From an optimization exercise on the open Yosys and OpenROAD flow, aimed at small area, a short achievable clock period and few clock cycles per item; shortcuts taken in it are not production practice.
Only simulation tests tie the RTL to the original design; equivalence was not proved.

==> 03-19 <==
==> flow/design.v <==
`default_nettype none
package olb_pkg;
  localparam int unsigned MAX_IMAGE_WIDTH = 4096;
  localparam int unsigned COL_W  = 12;
  localparam int unsigned WID_W  = 13;
  localparam int unsigned PIX_W  = 8;
  localparam int unsigned CFG_W  = 13;
  localparam int unsigned IDX_W  = 2;
  localparam int unsigned NUM_CH = 3;                
  localparam int unsigned NUM_NODES = 10;
  localparam logic [NUM_NODES-1:0] CUT = 10'b10_1010_1011;
  localparam int unsigned DIV_STYLE = 0;
  localparam logic [IDX_W-1:0] CFG_OVERLAP_START = 2'd0;
  localparam logic [IDX_W-1:0] CFG_FIRST_WIDTH   = 2'd1;
  localparam logic [IDX_W-1:0] CFG_DARK_THRESH   = 2'd2;
  localparam logic [COL_W-1:0] START_RESET = '0;
  localparam logic [WID_W-1:0] WIDTH_RESET = WID_W'(MAX_IMAGE_WIDTH);
  localparam logic [PIX_W-1:0] DARK_RESET  = 8'd50;
endpackage
`default_nettype wire
`default_nettype none
module overlap_linear_blend_unit (
  input  wire                         clk_i,
  input  wire                         rst_ni,
  input  wire                         cfg_we_i,
  input  wire [olb_pkg::IDX_W-1:0]    cfg_idx_i,
  input  wire [olb_pkg::CFG_W-1:0]    cfg_data_i,
  input  wire                         in_valid_i,
  output logic                        in_stall_o,
  input  wire [olb_pkg::COL_W-1:0]    column_i,
  input  wire [olb_pkg::PIX_W-1:0]    first_blue_i,
  input  wire [olb_pkg::PIX_W-1:0]    first_green_i,
  input  wire [olb_pkg::PIX_W-1:0]    first_red_i,
  input  wire [olb_pkg::PIX_W-1:0]    warped_blue_i,
  input  wire [olb_pkg::PIX_W-1:0]    warped_green_i,
  input  wire [olb_pkg::PIX_W-1:0]    warped_red_i,
  output logic                        out_valid_o,
  input  wire                         out_stall_i,
  output logic [olb_pkg::PIX_W-1:0]   out_blue_o,
  output logic [olb_pkg::PIX_W-1:0]   out_green_o,
  output logic [olb_pkg::PIX_W-1:0]   out_red_o
);
  localparam int unsigned NCH = olb_pkg::NUM_CH;
  localparam int unsigned PW  = olb_pkg::PIX_W;
  localparam int unsigned WW  = olb_pkg::WID_W;
  localparam int unsigned CW  = olb_pkg::COL_W;
  localparam int unsigned NS  = olb_pkg::NUM_NODES;
  localparam logic [NS-1:0] CUT = olb_pkg::CUT | NS'(1);
  function automatic logic [WW:0] div_step(
    input logic [WW-1:0] r,
    input logic          l,
    input logic [WW-1:0] w
  );
    logic [WW:0] t, u;
    logic [WW+1:0] b;
    t = {r, l};
    if (olb_pkg::DIV_STYLE == 1) begin
      b[0] = 1'b0;
      for (int i = 0; i <= WW; i++) begin
        logic wi;
        wi = (i < WW) ? w[i] : 1'b0;
        u[i]   = t[i] ^ wi ^ b[i];
        b[i+1] = (!t[i] && (wi || b[i])) || (wi && b[i]);
      end
    end else begin
      {b[WW+1], u} = {1'b0, t} - {2'b0, w};
    end
    div_step = b[WW+1] ? {1'b0, t[WW-1:0]} : {1'b1, u[WW-1:0]};
  endfunction
  logic [CW-1:0] start_q;
  logic [WW-1:0] width_q;
  logic [PW-1:0] dark_q;
  always_ff @(posedge clk_i or negedge rst_ni) begin
    if (!rst_ni) begin
      start_q <= olb_pkg::START_RESET;
      width_q <= olb_pkg::WIDTH_RESET;
      dark_q  <= olb_pkg::DARK_RESET;
    end else if (cfg_we_i) begin
      case (cfg_idx_i)
        olb_pkg::CFG_OVERLAP_START: start_q <= cfg_data_i[CW-1:0];
        olb_pkg::CFG_FIRST_WIDTH:   width_q <= cfg_data_i[WW-1:0];
        olb_pkg::CFG_DARK_THRESH:   dark_q  <= cfg_data_i[PW-1:0];
        default: ;
      endcase
    end
  end
  logic en_q;
  logic skid_v_q;
  assign en_q       = !skid_v_q;
  assign in_stall_o = skid_v_q;
  logic              v_d [NS], v_q [NS], v_n [NS];
  logic [CW-1:0]     o_d [NS], o_q [NS], o_n [NS];
  logic [WW-1:0]     w_d [NS], w_q [NS], w_n [NS];
  logic [NCH*WW-1:0] r_d [NS], r_q [NS], r_n [NS];
  logic [NCH*PW-1:0] l_d [NS], l_q [NS], l_n [NS];
  logic [NCH*PW-1:0] a_d [NS], a_q [NS], a_n [NS];
  logic [NCH*PW-1:0] b_d [NS], b_q [NS], b_n [NS];
  logic [NCH-1:0]    s_d [NS], s_q [NS], s_n [NS];
  always_comb begin
    logic [CW:0]   col_s;
    logic [WW:0]   col_w;
    logic          before_start, past_width, is_dark, blend;
    logic [NCH*PW-1:0] f, x;
    f = {first_red_i, first_green_i, first_blue_i};
    x = {warped_red_i, warped_green_i, warped_blue_i};
    col_s = {1'b0, column_i} - {1'b0, start_q};
    col_w = {2'b0, column_i} - {1'b0, width_q};
    before_start = col_s[CW];
    past_width   = !col_w[WW];
    is_dark      = (warped_blue_i < dark_q) && (warped_green_i < dark_q) &&
                   (warped_red_i < dark_q);
    blend        = !before_start && !past_width && !is_dark;
    v_d[0] = in_valid_i && en_q;
    o_d[0] = blend ? col_s[CW-1:0] : '0;
    w_d[0] = blend ? width_q - {1'b0, start_q} : {WW{1'b1}};
    r_d[0] = '0;
    l_d[0] = '0;
    for (int c = 0; c < NCH; c++) begin
      logic [PW-1:0] fc, xc, e;
      logic [PW:0]   d;
      fc = f[c*PW +: PW];
      xc = x[c*PW +: PW];
      d  = {1'b0, xc} - {1'b0, fc};
      e  = fc - xc;
      s_d[0][c]          = d[PW];
      a_d[0][c*PW +: PW] = d[PW] ? e : d[PW-1:0];
      b_d[0][c*PW +: PW] = (!before_start && past_width) ? xc : fc;
    end
  end
  always_comb begin
    v_d[1] = v_n[0];
    o_d[1] = o_n[0];
    w_d[1] = w_n[0];
    a_d[1] = a_n[0];
    b_d[1] = b_n[0];
    s_d[1] = s_n[0];
    for (int c = 0; c < NCH; c++) begin
      logic [PW+CW-1:0] p;
      p = (PW+CW)'(a_n[0][c*PW +: PW]) * (PW+CW)'(o_n[0]);
      r_d[1][c*WW +: WW] = WW'(p[PW+CW-1:PW]);
      l_d[1][c*PW +: PW] = p[PW-1:0];
    end
  end
  for (genvar k = 0; k < PW; k++) begin : g_div
    always_comb begin
      v_d[k+2] = v_n[k+1];
      o_d[k+2] = o_n[k+1];
      w_d[k+2] = w_n[k+1];
      a_d[k+2] = a_n[k+1];
      b_d[k+2] = b_n[k+1];
      s_d[k+2] = s_n[k+1];
      for (int c = 0; c < NCH; c++) begin
        logic [WW:0]   step;
        logic [PW-1:0] l;
        l    = l_n[k+1][c*PW +: PW];
        step = div_step(r_n[k+1][c*WW +: WW], l[PW-1], w_n[k+1]);
        r_d[k+2][c*WW +: WW] = step[WW-1:0];
        l_d[k+2][c*PW +: PW] = {l[PW-2:0], step[WW]};
      end
    end
  end
  for (genvar n = 0; n < NS; n++) begin : g_node
    if (CUT[n]) begin : g_reg
      always_ff @(posedge clk_i or negedge rst_ni) begin
        if (!rst_ni)    v_q[n] <= 1'b0;
        else if (en_q)  v_q[n] <= v_d[n];
      end
      always_ff @(posedge clk_i) begin
        if (en_q) begin
          o_q[n] <= o_d[n];
          w_q[n] <= w_d[n];
          r_q[n] <= r_d[n];
          l_q[n] <= l_d[n];
          a_q[n] <= a_d[n];
          b_q[n] <= b_d[n];
          s_q[n] <= s_d[n];
        end
      end
      assign v_n[n] = v_q[n];
      assign o_n[n] = o_q[n];
      assign w_n[n] = w_q[n];
      assign r_n[n] = r_q[n];
      assign l_n[n] = l_q[n];
      assign a_n[n] = a_q[n];
      assign b_n[n] = b_q[n];
      assign s_n[n] = s_q[n];
    end else begin : g_wire
      assign v_n[n] = v_d[n];
      assign o_n[n] = o_d[n];
      assign w_n[n] = w_d[n];
      assign r_n[n] = r_d[n];
      assign l_n[n] = l_d[n];
      assign a_n[n] = a_d[n];
      assign b_n[n] = b_d[n];
      assign s_n[n] = s_d[n];
    end
  end
  logic [NCH*PW-1:0] res;
  logic              res_v;
  always_comb begin
    res_v = v_n[NS-1] && en_q;
    for (int c = 0; c < NCH; c++) begin
      logic [PW-1:0] q, bc;
      logic          sc, rz;
      q  = l_n[NS-1][c*PW +: PW];
      bc = b_n[NS-1][c*PW +: PW];
      sc = s_n[NS-1][c];
      rz = r_n[NS-1][c*WW +: WW] == '0;
      res[c*PW +: PW] = bc + (sc ? ~q : q) + PW'(sc && rz);
    end
  end
  logic              out_v_q;
  logic [NCH*PW-1:0] out_q, skid_q;
  logic              out_v_d, skid_v_d;
  logic              out_hold;
  assign out_hold = out_v_q && out_stall_i;
  always_comb begin
    skid_v_d = skid_v_q;
    out_v_d  = out_v_q;
    if (out_hold) begin
      if (res_v) skid_v_d = 1'b1;
    end else if (skid_v_q) begin
      out_v_d  = 1'b1;
      skid_v_d = res_v;
    end else begin
      out_v_d  = res_v;
    end
  end
  always_ff @(posedge clk_i or negedge rst_ni) begin
    if (!rst_ni) begin
      out_v_q  <= 1'b0;
      skid_v_q <= 1'b0;
    end else begin
      out_v_q  <= out_v_d;
      skid_v_q <= skid_v_d;
    end
  end
  always_ff @(posedge clk_i) begin
    if (!out_hold) begin
      out_q <= skid_v_q ? skid_q : res;
    end
    if (res_v && (out_hold || skid_v_q)) begin
      skid_q <= res;
    end
  end
  assign out_valid_o = out_v_q;
  assign out_blue_o  = out_q[0*PW +: PW];
  assign out_green_o = out_q[1*PW +: PW];
  assign out_red_o   = out_q[2*PW +: PW];
endmodule
`default_nettype wire
==> flow/run.sh <==
#!/bin/bash
# synth_recipe.tcl (not shown) runs the flow's synth.tcl, then flattens the netlist and writes it again
# the make line also repeats each setting of config.mk as NAME=value (left out here)
make -C /OpenROAD-flow-scripts/flow DESIGN_CONFIG=/design/flow/config.mk WORK_HOME=/design/flow/orfs CLKGATE_MAP_FILE= SYNTH_SCRIPT=/design/flow/synth_recipe.tcl finish
==> flow/config.mk <==
export PLATFORM = sky130hd
export DESIGN_NAME = overlap_linear_blend_unit
export DESIGN_NICKNAME = overlap_linear_blend_unit
export VERILOG_FILES = /design/flow/design.v
export SDC_FILE = /design/flow/constraint.sdc
export NUM_CORES = 4
export LEC_CHECK = 0
export CAP_MARGIN = 20
export CORE_MARGIN = 2
export CORE_UTILIZATION = 40
export SLEW_MARGIN = 20
==> flow/constraint.sdc <==
create_clock -name core_clock -period 8.5 [get_ports {clk_i}]
set_input_delay 1.7000 -clock core_clock [delete_from_list [all_inputs] [get_ports {clk_i}]]
set_output_delay 1.7000 -clock core_clock [all_outputs]
set_load 0.01 [all_outputs]
==> 02-11: changes against 03-19 <==
--- a/flow/design.v
+++ b/flow/design.v
@@ -9,5 +9,5 @@
   localparam int unsigned NUM_CH = 3;                
   localparam int unsigned NUM_NODES = 10;
-  localparam logic [NUM_NODES-1:0] CUT = 10'b10_1010_1011;
+  localparam logic [NUM_NODES-1:0] CUT = 10'b01_0101_0111;
   localparam int unsigned DIV_STYLE = 0;
   localparam logic [IDX_W-1:0] CFG_OVERLAP_START = 2'd0;
@@ -46,25 +46,25 @@
   localparam int unsigned CW  = olb_pkg::COL_W;
   localparam int unsigned NS  = olb_pkg::NUM_NODES;
+  localparam int unsigned PPW = PW + CW;       
   localparam logic [NS-1:0] CUT = olb_pkg::CUT | NS'(1);
+  function automatic logic [2*PPW-1:0] csa(
+    input logic [PPW-1:0] x,
+    input logic [PPW-1:0] y,
+    input logic [PPW-1:0] z
+  );
+    logic [PPW-1:0] mj;
+    mj  = (x & y) | (x & z) | (y & z);
+    csa = {mj[PPW-2:0], 1'b0, x ^ y ^ z};
+  endfunction
   function automatic logic [WW:0] div_step(
     input logic [WW-1:0] r,
     input logic          l,
-    input logic [WW-1:0] w
+    input logic [WW-1:0] nw
   );
-    logic [WW:0] t, u;
-    logic [WW+1:0] b;
+    logic [WW:0]   t;
+    logic [WW+1:0] u;
     t = {r, l};
-    if (olb_pkg::DIV_STYLE == 1) begin
-      b[0] = 1'b0;
-      for (int i = 0; i <= WW; i++) begin
-        logic wi;
-        wi = (i < WW) ? w[i] : 1'b0;
-        u[i]   = t[i] ^ wi ^ b[i];
-        b[i+1] = (!t[i] && (wi || b[i])) || (wi && b[i]);
-      end
-    end else begin
-      {b[WW+1], u} = {1'b0, t} - {2'b0, w};
-    end
-    div_step = b[WW+1] ? {1'b0, t[WW-1:0]} : {1'b1, u[WW-1:0]};
+    u = {1'b0, t} - {2'b0, ~nw};              
+    div_step = u[WW+1] ? {1'b0, t[WW-1:0]} : {1'b1, u[WW-1:0]};
   endfunction
   logic [CW-1:0] start_q;
@@ -97,4 +97,7 @@
   logic [NCH*PW-1:0] b_d [NS], b_q [NS], b_n [NS];
   logic [NCH-1:0]    s_d [NS], s_q [NS], s_n [NS];
+  logic [NCH-1:0]    z_d [NS], z_q [NS], z_n [NS];    
+  logic [NCH*PPW-1:0] ps_d [NS], ps_q [NS], ps_n [NS];
+  logic [NCH*PPW-1:0] pc_d [NS], pc_q [NS], pc_n [NS];
   always_comb begin
     logic [CW:0]   col_s;
@@ -113,7 +116,10 @@
     v_d[0] = in_valid_i && en_q;
     o_d[0] = blend ? col_s[CW-1:0] : '0;
-    w_d[0] = blend ? width_q - {1'b0, start_q} : {WW{1'b1}};
+    w_d[0] = blend ? ~(width_q - {1'b0, start_q}) : '0;    
     r_d[0] = '0;
     l_d[0] = '0;
+    ps_d[0] = '0;
+    z_d[0]  = '0;
+    pc_d[0] = '0;
     for (int c = 0; c < NCH; c++) begin
       logic [PW-1:0] fc, xc, e;
@@ -135,9 +141,21 @@
     b_d[1] = b_n[0];
     s_d[1] = s_n[0];
+    z_d[1] = '0;
+    r_d[1] = '0;
+    l_d[1] = '0;
     for (int c = 0; c < NCH; c++) begin
-      logic [PW+CW-1:0] p;
-      p = (PW+CW)'(a_n[0][c*PW +: PW]) * (PW+CW)'(o_n[0]);
-      r_d[1][c*WW +: WW] = WW'(p[PW+CW-1:PW]);
-      l_d[1][c*PW +: PW] = p[PW-1:0];
+      logic [PPW-1:0] pp [PW];
+      logic [2*PPW-1:0] t0, t1, t2, t3, t4, t5;
+      for (int i = 0; i < PW; i++) begin
+        pp[i] = a_n[0][c*PW + i] ? ({{PW{1'b0}}, o_n[0]} << i) : '0;
+      end
+      t0 = csa(pp[0], pp[1], pp[2]);
+      t1 = csa(pp[3], pp[4], pp[5]);
+      t2 = csa(t0[PPW-1:0], t0[2*PPW-1:PPW], t1[PPW-1:0]);
+      t3 = csa(t1[2*PPW-1:PPW], pp[6], pp[7]);
+      t4 = csa(t2[PPW-1:0], t2[2*PPW-1:PPW], t3[PPW-1:0]);
+      t5 = csa(t4[PPW-1:0], t4[2*PPW-1:PPW], t3[2*PPW-1:PPW]);
+      ps_d[1][c*PPW +: PPW] = t5[PPW-1:0];
+      pc_d[1][c*PPW +: PPW] = t5[2*PPW-1:PPW];
     end
   end
@@ -150,9 +168,24 @@
       b_d[k+2] = b_n[k+1];
       s_d[k+2] = s_n[k+1];
+      ps_d[k+2] = '0;
+      pc_d[k+2] = '0;
+      z_d[k+2]  = '0;
       for (int c = 0; c < NCH; c++) begin
         logic [WW:0]   step;
+        logic [WW-1:0] r;
         logic [PW-1:0] l;
-        l    = l_n[k+1][c*PW +: PW];
-        step = div_step(r_n[k+1][c*WW +: WW], l[PW-1], w_n[k+1]);
+        logic [PPW-1:0] p;
+        if (k == 0) begin
+          p = ps_n[1][c*PPW +: PPW] + pc_n[1][c*PPW +: PPW];
+          r = WW'(p[PPW-1:PW]);
+          l = p[PW-1:0];
+        end else begin
+          r = r_n[k+1][c*WW +: WW];
+          l = l_n[k+1][c*PW +: PW];
+        end
+        step = div_step(r, l[PW-1], w_n[k+1]);
+        if (k == PW - 1) begin
+          z_d[k+2][c] = step[WW] ? ({r, l[PW-1]} == {1'b0, ~w_n[k+1]}) : ({r, l[PW-1]} == '0);
+        end
         r_d[k+2][c*WW +: WW] = step[WW-1:0];
         l_d[k+2][c*PW +: PW] = {l[PW-2:0], step[WW]};
@@ -175,4 +208,7 @@
           b_q[n] <= b_d[n];
           s_q[n] <= s_d[n];
+          z_q[n] <= z_d[n];
+          ps_q[n] <= ps_d[n];
+          pc_q[n] <= pc_d[n];
         end
       end
@@ -185,4 +221,7 @@
       assign b_n[n] = b_q[n];
       assign s_n[n] = s_q[n];
+      assign z_n[n] = z_q[n];
+      assign ps_n[n] = ps_q[n];
+      assign pc_n[n] = pc_q[n];
     end else begin : g_wire
       assign v_n[n] = v_d[n];
@@ -194,4 +233,7 @@
       assign b_n[n] = b_d[n];
       assign s_n[n] = s_d[n];
+      assign z_n[n] = z_d[n];
+      assign ps_n[n] = ps_d[n];
+      assign pc_n[n] = pc_d[n];
     end
   end
@@ -202,10 +244,9 @@
     for (int c = 0; c < NCH; c++) begin
       logic [PW-1:0] q, bc;
-      logic          sc, rz;
+      logic          sc;
       q  = l_n[NS-1][c*PW +: PW];
       bc = b_n[NS-1][c*PW +: PW];
       sc = s_n[NS-1][c];
-      rz = r_n[NS-1][c*WW +: WW] == '0;
-      res[c*PW +: PW] = bc + (sc ? ~q : q) + PW'(sc && rz);
+      res[c*PW +: PW] = bc + (sc ? ~q : q) + PW'(sc && z_n[NS-1][c]);
     end
   end
ABC_AREA = 1   (was not set)
SETUP_SLACK_MARGIN = 5   (was not set)
TNS_END_PERCENT = 0   (was not set)
==> results.json <==
{
  "critPathTopFamily": "simple AND/OR/NAND/NOR gates",
  "core-area_sq_um": 140000,
  "period_needed_ps": 3640,
  "rsz0062_at_grt": "yes",
  "r2r_end": "r_q[8][8]",
  "cts_resized": 133,
  "seqCellArea_sq_um": 21400,
  "nClkBuffers": 101,
  "synth.area.mux_share_pct": 0,
  "vias": 45268,
  "clock_skew_ps": 53.9,
  "status": "complete, no violations",
  "num_antenna_cells": 2,
  "reg2reg_slack_ps": 4860,
  "fin_cells": 9061,
  "numCtsBuffers": 81
}
Source of the figures above: 02-11

==> results.json <==
{
  "status": "complete, no violations",
  "cts_resized": 0,
  "synth.area.mux_share_pct": 6.87,
  "fin_cells": 6482,
  "nClkBuffers": 90,
  "multi_input_area_share_pct": 51.1,
  "r2r_end": "r_q[5][5]",
  "core-area_sq_um": 126000,
  "clock_skew_ps": 41.8,
  "numCtsBuffers": 73,
  "reg2reg_slack_ps": 1680,
  "vias": 33820,
  "critPathTopFamily": "compound AO/OA/AOI/OAI gates",
  "rsz0062_at_grt": "no",
  "grt_max_degree": 173,
  "fin_crit_sh_pct": 80.3
}
Source of the figures above: 03-19

Testbench counts of 03-19, summed over its fixed seeds: cycles 16,632, items 16,384.
Testbench counts of 02-11, summed over its fixed seeds: cycles 16,632, items 16,384.

-- separate check: timing with driven ports --
The results above use ideal ports. As a check the final layouts listed here were re-extracted and re-timed, cells and wires unchanged.
Step 1: set_driving_cell puts a clkbuf_16 on clk_i and a buf_2 on each other input, an assumption about the parent block.
Step 2 times the ports against the registers' clock, not the clock port: input delays grow and output delays shrink by t, the midpoint of the rising clock arrivals with the driver on.
Three values: ideal, step 1, step 2; two values: the first two.
| run | t (ns) | slack for setup (ns) | clock arrival spread, ns | worst slew at a driven data input, ns | cell pins on the clock port's net |
|---|---|---|---|---|---|
| 03-19 | 0.707 | 1.678 / 1.678 / 1.678 | 0.049 / 0.049 | 0.06 | 1 |
| 02-11 | 0.766 | 4.860 / 4.786 / 4.223 | 0.057 / 0.057 | 0.06 | 1 |
After both steps setup and hold are still met in every run listed. For 02-11, which loses most, drivers alone change the setup slack by -0.074 ns; drivers and shift together by -0.637 ns.
